Source: an optimization exercise on an open RTL-to-GDS flow (aim: small area, a short achievable clock period and few clock cycles). Production flows keep margins and buffers that such runs may drop.
Power is estimated from default activity; no workload was simulated.

==> flow/design.v (excerpt) <==
module word_pair_proximity_scanner (
    input  logic                          i_clk,
    input  logic                          i_rst_n,
    input  logic                          i_valid,
    output logic                          o_stall,
    input  logic [wpp_pkg::CH_W-1:0]      i_ch,
    input  logic                          i_is_final,
    output logic                          o_valid,
    input  logic                          i_stall,
    output logic                          o_found,
    output logic [wpp_pkg::DIST_W-1:0]    o_distance_x2,
    input  logic                          i_cfg_wr_en,
    input  logic [wpp_pkg::CFG_IDX_W-1:0] i_cfg_index,
    input  logic [wpp_pkg::CFG_W-1:0]     i_cfg_data
);
Size in the first run: ~1,100 cells after synthesis, roughly 220 flip-flops, roughly 100 I/O pins, about 12,000 um^2 of cells after synthesis.
Settings: LEC_CHECK=0, CAP_MARGIN=20, CORE_MARGIN=2, CORE_UTILIZATION=40, CTS_CLUSTER_DIAMETER=120, CTS_CLUSTER_SIZE=24, SLEW_MARGIN=20; clock period 11.0 ns.
standard.sh (not shown) runs the stock make flow with config.mk's settings and CLKGATE_MAP_FILE= SYNTH_SCRIPT=/design/flow/synth_recipe.tcl, a recipe that flattens the netlist after the stock synthesis.
==> flow/flow/run.sh <==
#!/bin/bash
# The standard layout, with plain buffers (buf_2) on the ports instead of the default
# port buffer cell, and timing repair asked to leave 7.8 ns of setup slack
# ORFS's own logs stay under orfs/logs; make's output goes to standard_make.log
set -euo pipefail
export BUFFER_PORTS_ARGS="-buffer_cell sky130_fd_sc_hd__buf_2"
export SETUP_SLACK_MARGIN=7.8
bash standard.sh > standard_make.log 2>&1
Next try:
==> flow/flow/run.sh (replaced) <==
#!/bin/bash
# The standard layout, with plain buffers (buf_2) on the ports instead of the default
# port buffer cell, and timing repair asked to leave 7.5 ns of setup slack
# ORFS's own logs stay under orfs/logs; make's output goes to standard_make.log
set -euo pipefail
export BUFFER_PORTS_ARGS="-buffer_cell sky130_fd_sc_hd__buf_2"
export SETUP_SLACK_MARGIN=7.5
bash standard.sh > standard_make.log 2>&1
The new run passed the timing, DRC and antenna checks. Wire length fell by about 4.5%. Final cell count shrinks by about 1.8%. Count of clock-buffer cells in the layout grows by 2.
No functional check of the RTL was part of any run of this note.


## run 1
word_pair_proximity_scanner, a different RTL version from the one above (not shown whole).
For scale: roughly 1,100 cells after synthesis, roughly 230 flip-flops, about 12,000 µm² of cells after synthesis.
Design word_pair_proximity_scanner, start of the top module:
module word_pair_proximity_scanner (
    input  logic                          i_clk,
    input  logic                          i_rst_n,
    input  logic                          i_valid,
    output logic                          o_stall,
    input  logic [wpp_pkg::CH_W-1:0]      i_ch,
    input  logic                          i_is_final,
    output logic                          o_valid,
    input  logic                          i_stall,
    output logic                          o_found,
    output logic [wpp_pkg::DIST_W-1:0]    o_distance_x2,
    input  logic                          i_cfg_wr_en,
    input  logic [wpp_pkg::CFG_IDX_W-1:0] i_cfg_index,
    input  logic [wpp_pkg::CFG_W-1:0]     i_cfg_data
);
    localparam int PW = 17;   
    localparam int MW = 18;   
    logic [63:0] r_w1, r_w2;
    logic        r_z1, r_z2;
    logic [3:0]  r_l1, r_l2;
    logic          r_pv;      
    logic          r_pfinal;  
    logic          r_pdelim;  
    logic          r_peq1;    
    logic          r_peq2;    
    logic          r_pe1;     
    logic          r_pe2;     
    logic [PW-1:0] r_pos;     
    logic [MW-1:0] r_mid;     
    logic [3:0]    r_len;     
    logic          r_m1, r_m2;
    logic          r_fin;     
    logic          r_new;     
    logic          r_any;     
    logic          r_last_t;  
    logic [MW-1:0] r_last_mid;
    logic          r_found;   
    logic [MW-1:0] r_best;    
    logic          r_out_valid;
    logic [3:0] cfg_en;
    always_comb begin
        for (int k = 0; k < 4; k++)
            cfg_en[k] = i_cfg_wr_en && i_cfg_index == 2'(k);
    end
    always_ff @(posedge i_clk) begin
        if (cfg_en[0]) r_w1 <= i_cfg_data;
        if (cfg_en[2]) r_w2 <= i_cfg_data;
    end
    always_ff @(posedge i_clk) begin
        if (!i_rst_n) begin
            r_z1 <= 1'b1;
            r_z2 <= 1'b1;
            r_l1 <= 4'd1;
            r_l2 <= 4'd1;
        end else begin
            if (cfg_en[0]) r_z1 <= 1'b0;
  ...
==> flow/config.mk <==
export PLATFORM = sky130hd
export DESIGN_NAME = word_pair_proximity_scanner
export DESIGN_NICKNAME = word_pair_proximity_scanner
export VERILOG_FILES = /design/flow/design.v
export SDC_FILE = /design/flow/constraint.sdc
export NUM_CORES = 4
export LEC_CHECK = 0
export CAP_MARGIN = 20
export CORE_MARGIN = 2
export CORE_UTILIZATION = 40
export CTS_CLUSTER_DIAMETER = 120
export CTS_CLUSTER_SIZE = 24
export PLACE_DENSITY = 0.7
export SLEW_MARGIN = 20
==> flow/constraint.sdc <==
create_clock -name core_clock -period 11.0 [get_ports {i_clk}]
set_input_delay 2.2000 -clock core_clock [delete_from_list [all_inputs] [get_ports {i_clk}]]
set_output_delay 2.2000 -clock core_clock [all_outputs]
set_load 0.01 [all_outputs]
==> flow/flow/run.sh <==
#!/bin/bash
# The standard layout, with plain buffers (buf_1) on the ports instead of the default
# port buffer cell, and timing repair asked to leave 7.8 ns of setup slack
# ORFS's own logs stay under orfs/logs; make's output goes to standard_make.log
set -euo pipefail
export BUFFER_PORTS_ARGS="-buffer_cell sky130_fd_sc_hd__buf_1"
export SETUP_SLACK_MARGIN=7.8
bash standard.sh > standard_make.log 2>&1
Run 1 finished every stage and its layout cleared the timing, DRC and antenna checks.
The inputs of run 2 differ from those of run 1 as listed below.
Settings: PLACE_DENSITY: 0.7 -> unset.
==> comparison <==
Run 2 reports a lower worst-case headroom to the max-slew limit than run 1 does.
Initial antenna violation count: run 2 vs run 1 down 1
Compared run 1 against run 2; number of instances on the worst hold path within noise.
For the met2 layer wire length in the routed design, run 2 came in about 4% higher than run 1 did.
Via density per instance: run 2 vs run 1 down 0.076
Run 2 packs its core more tightly than run 1.
Run 2 vs run 1 — maximum frequency dropped 2.4%.
Run 2 ends up with lower power than run 1 does.
Comparing run 2 and run 1, the lower fraction of area in registers was measured on run 2.
## Diff of input files: run 3 against run 2
==> flow/flow/run.sh <==
#!/bin/bash
# The standard layout, with plain buffers (buf_1) on the ports instead of the default
# port buffer cell, and timing repair asked to leave 7.5 ns of setup slack
# ORFS's own logs stay under orfs/logs; make's output goes to standard_make.log
set -euo pipefail
export BUFFER_PORTS_ARGS="-buffer_cell sky130_fd_sc_hd__buf_1"
export SETUP_SLACK_MARGIN=7.5
bash standard.sh > standard_make.log 2>&1
==> run notes <==
The final-layout clock-cell area share of run 3 and that of run 2 are within noise of each other. No stage failed in run 3, and the final checks on the layout all came back clean. Diff run 2 and run 3: fraction of layout cells with a size suffix above 1 higher in run 2. Against run 2 as the reference, run 3 delivers a lower global-route usage.
Modified inputs, run 4 compared to run 3
==> flow/flow/run.sh <==
#!/bin/bash
# The standard layout, with plain buffers (buf_2) on the ports instead of the default
# port buffer cell, and timing repair asked to leave 7.8 ns of setup slack
# ORFS's own logs stay under orfs/logs; make's output goes to standard_make.log
set -euo pipefail
export BUFFER_PORTS_ARGS="-buffer_cell sky130_fd_sc_hd__buf_2"
export SETUP_SLACK_MARGIN=7.8
bash standard.sh > standard_make.log 2>&1
Every stage of the flow completed for run 4, and the final layout passed the timing, DRC and antenna checks.
Routability-driven placement congestion ratio: run 4 vs run 3 up about 3.4%
Between run 3 and run 4, the flow reports final area increasing by a few percent.
Run 4: overall power of the completed layout 0.000023 W above run 3
Routing usage on met1 (higher): run 3
Compared to run 3, run 4 has required time at the endpoint of the critical path 0.06 ns lower.
The first-pass GRT wire length in run 4 sits about 4% above the value recorded for run 3.
Comparing run 4 and run 3, the lower ratio of routed vias to standard cells is on run 3.
Setup changes, run 4 to run 5
Settings: a deleted CTS_CLUSTER_SIZE that had been 24; a deleted CTS_CLUSTER_DIAMETER that had been 120.
==> flow/flow/run.sh <==
#!/bin/bash
# The standard layout, with plain buffers (buf_1) on the ports instead of the default
# port buffer cell, and timing repair asked to leave 7.8 ns of setup slack
# ORFS's own logs stay under orfs/logs; make's output goes to standard_make.log
set -euo pipefail
export BUFFER_PORTS_ARGS="-buffer_cell sky130_fd_sc_hd__buf_1"
export SETUP_SLACK_MARGIN=7.8
bash standard.sh > standard_make.log 2>&1
### Flow results
Run 4 finished all stages; the layout is clean.
Run 5 completed every stage of the flow, and the final layout passed the timing, DRC and antenna checks.
Going from run 4 to run 5, the shortest clock period the worst path allows after layout was found to have gone up by 0.068 ns.
Looking at timing endpoint of the critical path, the r_peq1 result is from run 4; the r_best[9] one comes from run 5.
In the reports for run 4 and run 5, the larger relative max-transition margin belongs to run 4.
From run 4 to run 5 the numbers moved as follows: global placement routability congestion moved down; sequential fraction of design power moved down; internal power of the cells moved up; fraction of power spent switching nets moved down.
Function was not checked in any run of this note: the RTL went through the layout flow alone.

## static timing again, ports no longer ideal
The flow's constraints put no driver on any port. The routed layouts listed below were extracted and timed again, unchanged, in two steps.
Step 1 (the two cells are an assumption about what drives the block):
set clk [get_ports {i_clk}]
set_driving_cell -lib_cell sky130_fd_sc_hd__clkbuf_16 $clk
set_driving_cell -lib_cell sky130_fd_sc_hd__buf_2 [delete_from_list [all_inputs] $clk]
Step 2 adds t to the input delays and takes it off the output delays; t is the mean of the earliest and latest rising clock arrival at the registers after step 1. Input paths then give back, and output paths get back, about the clock's delay inside the block.
Slacks: no drivers / after step 1 / after step 2; pairs: no drivers / after step 1.
run	t, ns	setup slack, ns	worst setup path at the end
the first run of note 1	0.537	7.668 / 7.668 / 7.332	input to register
the second run of note 1	0.544	7.484 / 7.484 / 7.230	input to register
run 1	0.537	7.536 / 7.536 / 7.268	input to register
run 2	0.528	7.450 / 7.450 / 7.338	input to register
run 3	0.520	7.385 / 7.385 / 7.199	input to register
run 4	0.532	7.523 / 7.523 / 7.435	input to register
run 5	0.587	7.454 / 7.454 / 7.326	input to register
After both steps every run listed still meets setup and hold. The setup slack of the first run of note 1, which loses most, moves by 0.000 ns with the drivers and by -0.336 ns with both steps.
